This design comes from an exercise in tuning for small area, a short achievable clock period and few clock cycles per item on the open sky130 flow, not from production work.
No functional check of the RTL was part of any run shown here.
Power is estimated from default activity; no workload was simulated.

File: flow/run.sh
#!/bin/bash
# Layout flow: the standard ORFS flow (standard.sh, including its
# standard synthesis), with plain buffers instead of ORFS's default
# delay-buffer cell for the port buffers that global placement inserts.
# Every input and output port still gets its own buffer.
set -euo pipefail
export BUFFER_PORTS_ARGS="-buffer_cell sky130_fd_sc_hd__buf_1"
bash standard.sh "BUFFER_PORTS_ARGS=$BUFFER_PORTS_ARGS" finish > flow_standard.log 2>&1
File: standard.sh
#!/bin/bash
# synth_recipe.tcl (not shown) runs the flow's synth.tcl, then flattens the netlist and writes it again
# the make line also repeats each setting of config.mk as NAME=value (left out here)
make -C /OpenROAD-flow-scripts/flow DESIGN_CONFIG=/design/flow/config.mk WORK_HOME=/design/flow/orfs CLKGATE_MAP_FILE= SYNTH_SCRIPT=/design/flow/synth_recipe.tcl "${@:-finish}"
File: config.mk
export PLATFORM = sky130hd
export DESIGN_NAME = wide_add_pipe
export DESIGN_NICKNAME = wide_add_pipe
export VERILOG_FILES = /design/flow/design.v
export SDC_FILE = /design/flow/constraint.sdc
export NUM_CORES = 4
export LEC_CHECK = 0
export CAP_MARGIN = 20
export CORE_MARGIN = 2
export CORE_UTILIZATION = 40
export SLEW_MARGIN = 20
export SYNTH_HIERARCHICAL = 1
File: constraint.sdc
create_clock -name core_clock -period 4.2 [get_ports {clk}]
set_input_delay 0.8400 -clock core_clock [delete_from_list [all_inputs] [get_ports {clk}]]
set_output_delay 0.8400 -clock core_clock [all_outputs]
set_load 0.01 [all_outputs]
File: design.v
`timescale 1ns/1ps
package wide_add_pkg;
  localparam logic ADD = 1'b0;
  localparam logic SUB = 1'b1;
endpackage
`timescale 1ns/1ps
module wide_add_lane #(
  parameter int BLK_W   = 8,
  parameter bit HAS_CIN = 1'b0
) (
  input  logic [BLK_W-1:0] a,
  input  logic [BLK_W-1:0] b,
  input  logic             cin,
  output logic [BLK_W-1:0] sum,
  output logic             gen,
  output logic             prop
);
  logic c0;
  assign c0 = HAS_CIN ? cin : 1'b0;
  assign {gen, sum} = {1'b0, a} + {1'b0, b} + {{BLK_W{1'b0}}, c0};
  assign prop       = HAS_CIN ? 1'b0 : &(a ^ b);
endmodule
`timescale 1ns/1ps
module wide_add_inc #(
  parameter int BLK_W = 8
) (
  input  logic [BLK_W-1:0] sum,
  output logic [BLK_W-1:0] sum_inc
);
  logic [BLK_W-1:0] low_ones;
  assign low_ones[0] = 1'b1;
  for (genvar i = 1; i < BLK_W; i++) begin : g_bit
    assign low_ones[i] = &sum[i-1:0];
  end
  assign sum_inc = sum ^ low_ones;
endmodule
`timescale 1ns/1ps
module wide_add_pipe #(
  parameter int WIDTH  = 256,
  parameter int LANE_W = 64,
  parameter int EN_W   = 8,
  parameter int CNT_W  = 16
) (
  input  logic             clk,
  input  logic             rst,
  input  logic             in_valid,
  output logic             in_ready,
  input  logic [WIDTH-1:0] op1,
  input  logic [WIDTH-1:0] op2,
  input  logic             sub,
  input  logic [EN_W-1:0]  en1,
  input  logic [EN_W-1:0]  en2,
  output logic             out_valid,
  input  logic             out_ready,
  output logic [WIDTH-1:0] res,
  output logic             carry_out,
  output logic [CNT_W-1:0] drop_cnt
);
  localparam int BLK_W = 8;                 
  localparam int SUP_W = 64;                
  localparam int NS    = WIDTH / SUP_W;     
  localparam int M     = SUP_W / BLK_W;     
  localparam int LVM   = $clog2(M);
  logic             advance;
  logic             gate;
  logic             is_sub;
  logic [WIDTH-1:0] b_in;
  assign gate = &(en1 ^ en2);
  assign advance  = !out_valid || out_ready;
  assign in_ready = advance;
  assign is_sub = (sub == wide_add_pkg::SUB);
  assign b_in   = op2 ^ {WIDTH{is_sub}};
  logic valid_q;
  always_ff @(posedge clk) begin
    if (rst) begin
      valid_q <= 1'b0;
    end else if (advance) begin
      valid_q <= in_valid && gate;
    end
  end
  logic [NS-1:0] sg_q;    
  logic [NS-1:0] sp_q;    
  logic [NS:0]   sc;      
  for (genvar s = 0; s < NS; s++) begin : g_sup
    logic [SUP_W-1:0] bsum;
    logic [M-1:0]     bg;
    logic [M-1:0]     bp;
    for (genvar m = 0; m < M; m++) begin : g_blk
      localparam int LO = s * SUP_W + m * BLK_W;
      logic [BLK_W-1:0] a;
      logic [BLK_W-1:0] b;
      logic [BLK_W-1:0] sm;
      logic             ci;
      logic             g;
      logic             p;
      assign a  = op1[LO +: BLK_W];
      assign b  = b_in[LO +: BLK_W];
      assign ci = (LO == 0) ? is_sub : 1'b0;
      wide_add_lane #(.BLK_W(BLK_W), .HAS_CIN(LO == 0)) u_lane (
        .a    (a),
        .b    (b),
        .cin  (ci),
        .sum  (sm),
        .gen  (g),
        .prop (p)
      );
      assign bsum[m*BLK_W +: BLK_W] = sm;
      assign bg[m] = g;
      assign bp[m] = p;
    end
    logic [M-1:0] pg [LVM+1];
    logic [M-1:0] pp [LVM+1];
    assign pg[0] = bg;
    assign pp[0] = bp;
    for (genvar l = 0; l < LVM; l++) begin : g_lvl
      for (genvar m = 0; m < M; m++) begin : g_node
        if (((m >> l) & 1) == 1) begin : g_comb
          localparam int J = ((m >> l) << l) - 1;
          assign pg[l+1][m] = pg[l][m] | (pp[l][m] & pg[l][J]);
          assign pp[l+1][m] = pp[l][m] & pp[l][J];
        end else begin : g_pass
          assign pg[l+1][m] = pg[l][m];
          assign pp[l+1][m] = pp[l][m];
        end
      end
    end
    logic [SUP_W-1:0] sum_q;
    logic [M-1:1]     cyl_q;    
    logic [M-1:1]     ppl_q;    
    logic             sg_r;
    logic             sp_r;
    always_ff @(posedge clk) begin
      if (advance) begin
        sum_q   <= bsum;
        cyl_q   <= pg[LVM][M-2:0];
        ppl_q   <= pp[LVM][M-2:0];
        sg_r    <= pg[LVM][M-1];
        sp_r    <= pp[LVM][M-1];
      end
    end
    assign sg_q[s] = sg_r;
    assign sp_q[s] = sp_r;
    for (genvar m = 0; m < M; m++) begin : g_inc
      localparam int LO = s * SUP_W + m * BLK_W;
      logic [BLK_W-1:0] sm;
      logic [BLK_W-1:0] sm_inc;
      logic             cin;
      assign sm = sum_q[m*BLK_W +: BLK_W];
      if (m == 0) begin : g_first
        assign cin = sc[s];
      end else begin : g_rest
        assign cin = cyl_q[m] | (ppl_q[m] & sc[s]);
      end
      wide_add_inc #(.BLK_W(BLK_W)) u_inc (
        .sum     (sm),
        .sum_inc (sm_inc)
      );
      assign res[LO +: BLK_W] = cin ? sm_inc : sm;
    end
  end
  assign sc[0] = 1'b0;
  for (genvar s = 0; s < NS; s++) begin : g_sc
    assign sc[s+1] = sg_q[s] | (sp_q[s] & sc[s]);
  end
  assign out_valid = valid_q;
  assign carry_out = sc[NS];
  logic             drop_inc;
  logic [CNT_W-1:0] cnt_ones;
  assign drop_inc    = in_valid && in_ready && !gate && !(&drop_cnt);
  assign cnt_ones[0] = 1'b1;
  for (genvar i = 1; i < CNT_W; i++) begin : g_ones
    assign cnt_ones[i] = &drop_cnt[i-1:0];
  end
  always_ff @(posedge clk) begin
    if (rst) begin
      drop_cnt <= '0;
    end else if (drop_inc) begin
      drop_cnt <= drop_cnt ^ cnt_ones;
    end
  end
endmodule
==> run notes, run 1 <==
- Slew HR: 0.3635
- Crit path max-delay family: compound AO/OA/AOI/OAI gates
- Post-CTS sizing: 0
- Avg Cell Area, Syn: 10.38 µm²
- Pleak: 15.96 nW
- Crit path time final: roughly 3.8 ns
- Initial Utilization: 0.4025
- Placed cell areas: around 36000 µm²
- Worst Path Max Fanout: 4
- Port Buf Inserts: slightly above 800
- Placed insts: 4935
- RSZ-0062 raised after global routing: false
- Postcts setup bufs: 0
- Rows: just over 100
- Largest net degree at the start of global routing: about 150
- Clk slew on worst S/H paths: 0.05 ns
- Pwr dens: 425.6 nW/µm²
- Setup CP Type: in2reg
- CTS hold repair buffers: 0
- Worst-Margin Slew: around 0.95 ns
- Global placer's final weighted congestion: 0.9044
- Required time of the worst setup path: ~4.5 ns
- Worst path cell trace: clkbuf_4, xor2_1, fa_1, inv_1, fa_1, nor2b_1, o21ai_1, a21oi_2, and4b_1, a21oi_1, buf_12, a21o_1, a21o_1, a2111oi_0, o21bai_1, a21o_1
- DR vias/cell: 5.127
- Die height: 282.5 µm
- Final Instance Area: ~38000 µm²
- Worst path bufs/invs: 3
- HP Class: reg2reg
- CTS root buf: clkbuf_16
- Slew Limit Fails: 0
- Worst-Skew Late Latency: 0.57 ns
- Num CTS Buffers: 43
- Total Routing Usage GR: 0.2278
- Yosys Warn Count: 15
- Worst Clk Skew: approximately 0.016 ns
- Nets: about 4900
- Setup violators final: 0
- Via count: approximately 26000
- Top Ports: between 800 and 900
- CTS sink count: roughly 330
- Synthesized instance count: approximately 3000
- Most frequent CP cell: a21o_1
- Kind of end point of the critical path: flip-flop
- Run status: no timing/DRC/antenna violations
- Worst VDD drop: ~0.0003 V
- Tot Pwr: approximately 16 mW
- Die W: 282.5 µm
- WL final: 95340 µm
- H-tree depth: 2
- DRC viols: 0
- CTS Buffer Depth: 3
- Final hold slack: 0.5031 ns
- Fmax: 264.4 MHz
- Die area: around 80000 µm²
- Core area: slightly below 80000 µm²
- Initial antenna violation count: 33
- Hold Vio Cnt, Final: 0
- Global route overflow: 0
- Commonest non-fill, non-tap cell in the layout: buf_1
- Synth-to-layout area growth: 21.79%
- Post-DP HPWL: between 80000 and 90000 µm
- Global-route wire length before repair: 139400 µm
- Max stage delay cell, worst path: a2111oi_0
- Non-Filler Instances: between 5000 and 6000
- Final period util: 0.9004
- Vias in the first global route: about 25000
- Critical path startpoint category: input pin
- Fillers: ~7500
- Worst path max stage delay: just under 0.6 ns
- Post-synthesis cell area: between 30000 and 40000 µm²
- Most frequent cells in the layout: buf_1, ha_1, xor2_1, edfxtp_1, mux2_2
- CTS tree: done
- Drt first pass iters: 5
- Remaining antenna violation count: 0
- WL per Instance: about 19 µm
- 1st-iter DRT viols: 1177
- Syn Nets: between 3000 and 4000
- Crit path arrival time: around 4 ns
- Share of post-route cells with drive strength above 1: 0.1501
- Max-cap viol count: 0
-- stage by stage --
step                  util  TNS [ns]  worst slack, ns
detailed placement  0.4730   -0.2432          -0.2052
floorplan                -    -7.483          -0.7844
CTS                 0.4896         0           0.3643
global route        0.4901         0           0.1646
finish              0.4901         0           0.4183
global placement    0.4730   -0.1323          -0.1323
-- metal layers --
layer / wire length, µm / share of wire / global-route usage / up-vias
met3: 7890 / 0.083 / 0.07351 / 206
met1: 37430 / 0.39 / 0.2570 / 11960
met5: 182 / 0.0019 / 0 / -
met4: 5232 / 0.055 / 0.1249 / 30
li1: - / - / - / 12820
met2: 44610 / 0.47 / 0.3810 / 754
-- final timing paths --
kind	startpoint	to	slack, ns	cells past startpoint
worst max register to register	drop_cnt[0]$_SDFFE_PP0P_	drop_cnt[11]$_SDFFE_PP0P_	2.00	6
worst min-delay path	drop_cnt[1]$_SDFFE_PP0P_	drop_cnt[1]$_SDFFE_PP0P_	0.50	2
worst max-delay path	sub	g_sup[0].sg_r$_DFFE_PN_	0.42	16
worst min register to register	drop_cnt[1]$_SDFFE_PP0P_	drop_cnt[1]$_SDFFE_PP0P_	0.50	2
-- report_power, final --
group / internal, mW / total [mW] / switching [mW]
Clock: 2.00 / 3.46 / 1.46
Combinational: 3.30 / 7.32 / 4.02
Sequential: 4.61 / 5.30 / 0.695
-- registers in the layout, summed over array words and instances, names as in the netlist --
register / count
g_sup.cyl_q: 28
drop_cnt: 16
valid_q: 1
g_sup.sg_r: 4
g_sup.sp_r: 3
g_sup.ppl_q: 21
g_sup.sum_q: 256
-- worst register-to-register path, stage by stage, from the launching register on --
cell     delay [ns]
dfxtp_1        0.37
ha_1           0.21
nand3_2        0.13
or2_1          0.28
or4_4          0.56
nor3b_2        0.19
mux2_2         0.35
-- layout make-up --
class | instances | area, µm² | area share
timing repair buffer | 983 | 4481 | 0.1186
clock buffer | 58 | 1164 | 0.03080
multi-input combinational | 2387 | 20240 | 0.5356
antenna | 16 | 40.04 | 0.001060
sequential | 329 | 9709 | 0.2570
inverter | 196 | 735.7 | 0.01947
tap | 1040 | 1301 | 0.03444
clock inverter | 18 | 115.1 | 0.003047
==> inputs of run 2 (changes only) <==
--- a/design.v
+++ b/design.v
@@ -58,5 +58,5 @@
 );
   localparam int BLK_W = 8;                 
-  localparam int SUP_W = 64;                
+  localparam int SUP_W = 128;               
   localparam int NS    = WIDTH / SUP_W;     
   localparam int M     = SUP_W / BLK_W;     
==> run notes, run 2 <==
- Run status: no timing/DRC/antenna violations
- Worst-Skew Late Latency: 0.58 ns
- Post-CTS sizing: 0
- Placed insts: 5000
- Via count: approximately 26000
- Synth-to-layout area growth: 24.54%
- Rows: 101
- Postcts setup bufs: 0
- Remaining antenna violation count: 0
- Met3 usage: 0.04856
- Worst VDD drop: around 0.00037 V
- Critical path startpoint category: input pin
- HP Class: reg2reg
- Global-route wire length before repair: 142500 µm
- Largest net degree at the start of global routing: around 160
- Commonest non-fill, non-tap cell in the layout: buf_1
- CTS root buf: clkbuf_16
- Yosys Warn Count: 11
- Dpl ws: -0.2757 ns
- Crit path time final: 3.883 ns
- Met2 Track Usage GR: 0.4113
- Required time of the worst setup path: approximately 4.6 ns
- GR peak layer: met2
- Clk slew on worst S/H paths: around 0.060 ns
- Core area: approximately 76000 µm²
- Nets: slightly below 5000
- Largest regs: g_sup.sum_q x256, g_sup.cyl_q x30, drop_cnt x16
- Kind of end point of the critical path: flip-flop
- Die W: around 280 µm
- Fillers: between 7000 and 8000
- Num CTS Buffers: 44
- Max stage delay cell, worst path: fa_1
- Worst-Margin Slew: around 1.1 ns
- RSZ-0062 raised after global routing: false
- Area taken by multi-input logic gates: 20190 µm²
- Share of post-route cells with drive strength above 1: 0.1383
- Setup_tns: 0 ns
- CTS Buffer Depth: 3
- Reg-to-Reg End: drop_cnt[5]$_SDFFE_PP0P_
- Setup CP Type: in2reg
- CTS tree: done
- Fmax: 257.6 MHz
- WL per Instance: around 19 µm
- CP endpoint: g_sup[0].cyl_q[15]$_DFFE_PN_
- Worst path max stage delay: 0.41 ns
- Vias in the first global route: ~25000
- Setup violators final: 0
- Placed cell areas: around 37000 µm²
- Post-DP HPWL: about 80000 µm
- Crit. Startpoint: sub
- Most frequent cells in the layout: buf_1, ha_1, xor2_1, edfxtp_1, buf_4
- FF-to-FF path depth: 6
- CTS sink count: roughly 320
- Pwr dens: between 400 and 500 nW/µm²
- WL final: about 96000 µm
- Worst setup margin: about 0.32 ns
- Worst path cell trace: clkbuf_4, xor2_1, fa_1, inv_1, fa_1, nor2b_1, o21ai_1, a21oi_2, and4b_1, a21oi_1, a21o_1, a22o_1, a41oi_1, buf_4, o21bai_1, a41o_1
- Max-cap viol count: 0
- Final period util: 0.9244
- Initial antenna violation count: 16
- Worst Path Max Fanout: 4
- Register area: ~9500 µm²
- Avg Cell Area, Syn: 10.33 µm²
- Met1 usage: 0.2856
- DRC viols: 0
- Drt first pass iters: 5
- Syn Nets: roughly 3900
- Slew Limit Fails: 0
- Most frequent CP cell: fa_1
- Non-Filler Instances: approximately 5100
- Tot Pwr: 16.26 mW
- Die area: ~79000 µm²
- Initial Utilization: 0.4044
- Top Ports: 808
- Crit path arrival time: around 4.3 ns
- Worst Clk Skew: between 0.02 and 0.025 ns
- DR vias/cell: 5.110
- Global route overflow: 0
- Slew HR: 0.2943
- Global placer's final weighted congestion: around 0.96
- Synthesized instance count: between 2000 and 3000
- CTS hold repair buffers: 0
- Reg2reg setup slack: roughly 1.6 ns
- Post-synthesis cell area: between 30000 and 40000 µm²
- Die height: 281.3 µm
- Pleak: 16.23 nW
- Hold Vio Cnt, Final: 0
- Total Routing Usage GR: 0.2323
- Final Instance Area: 38320 µm²
- 1st-iter DRT viols: 1118
- H-tree depth: 2
- Largest register by flop count: g_sup.sum_q
- Number of flip-flops under the largest register name: approximately 260
- Port Buf Inserts: slightly above 800
- Reg-to-reg startpoint: drop_cnt[0]$_SDFFE_PP0P_
## run 2: worst max-delay path, delay by kind of cell
family,cells,cell delay [ns]
compound gates,8,1.78
fa+ha+maj,2,0.66
buf+inv,3,0.42
simple gates,2,0.34
xor+xnor,1,0.28
## run 2: through the flow
stage	utilization	hold slack (ns)
after CTS	0.5034	0.5016
after floorplan	-	0.5022
after detailed placement	0.4851	0.4922
final	0.5037	0.4991
after global routing	0.5036	0.5293
after global placement	0.4851	0.4858
## run 2: worst min path at each step
stage               slack [ns]                        end                       from  depth (start not counted)
finish                    0.50   drop_cnt[1]$_SDFFE_PP0P_   drop_cnt[1]$_SDFFE_PP0P_                          2
global route              0.53   drop_cnt[1]$_SDFFE_PP0P_   drop_cnt[1]$_SDFFE_PP0P_                          2
CTS                       0.50   drop_cnt[1]$_SDFFE_PP0P_   drop_cnt[1]$_SDFFE_PP0P_                          2
detailed placement        0.49  drop_cnt[11]$_SDFFE_PP0P_  drop_cnt[11]$_SDFFE_PP0P_                          2
global placement          0.49  drop_cnt[11]$_SDFFE_PP0P_  drop_cnt[11]$_SDFFE_PP0P_                          2
floorplan                 0.50  drop_cnt[15]$_SDFFE_PP0P_  drop_cnt[15]$_SDFFE_PP0P_                          2
## run 2: layout make-up
type / instances / share of cell area
Multi-Input combinational cell: 2368 / 0.5269
Sequential cell: 321 / 0.2471
Timing Repair Buffer: 1078 / 0.1355
Tap cell: 1030 / 0.03363
Clock buffer: 51 / 0.02942
Inverter: 203 / 0.01989
Clock inverter: 27 / 0.006923
Antenna cell: 9 / 0.0005878
## run 2: where the power goes
part | total [mW] | switching (mW) | internal (mW)
Combinational | 7.29 | 3.96 | 3.33
Clock | 3.70 | 1.48 | 2.22
Sequential | 5.27 | 0.745 | 4.52
## run 2: metal layers
metal | routed length (µm) | part of all wire
met1 | 40410 | 0.42
met4 | 2221 | 0.023
met3 | 5674 | 0.059
met2 | 47360 | 0.49
met5 | 90 | 0.00094

[separate check: timing with driven ports]
No port has a modelled driver above. Below, the same layouts with a new extraction and two added sets of constraints.
Step 1 assumes that a clkbuf_16 drives the clock port and a buf_2 every other input.
Step 2 also shifts input and output timing later by t, the mid clock arrival at the registers, as if the neighbouring blocks saw the same clock.
a / b / c = ideal ports / drivers / drivers and shift; a / b = the first two.
| run | t, ns | setup slack, ns | hold WS [ns] | worst setup path after step 2 | cell pins on the clock port's net |
|---|---|---|---|---|---|
| run 1 | 0.619 | 0.418 / 0.387 / -0.165 | 0.503 / 0.494 / 0.503 | input to register | 1 |
| run 2 | 0.617 | 0.317 / 0.348 / -0.269 | 0.499 / 0.499 / 0.499 | input to register | 1 |
With both steps, setup timing fails in run 1 and run 2, where it was met with ideal ports. The setup slack of run 2, which loses most, moves by +0.031 ns with the drivers and by -0.586 ns with both steps.
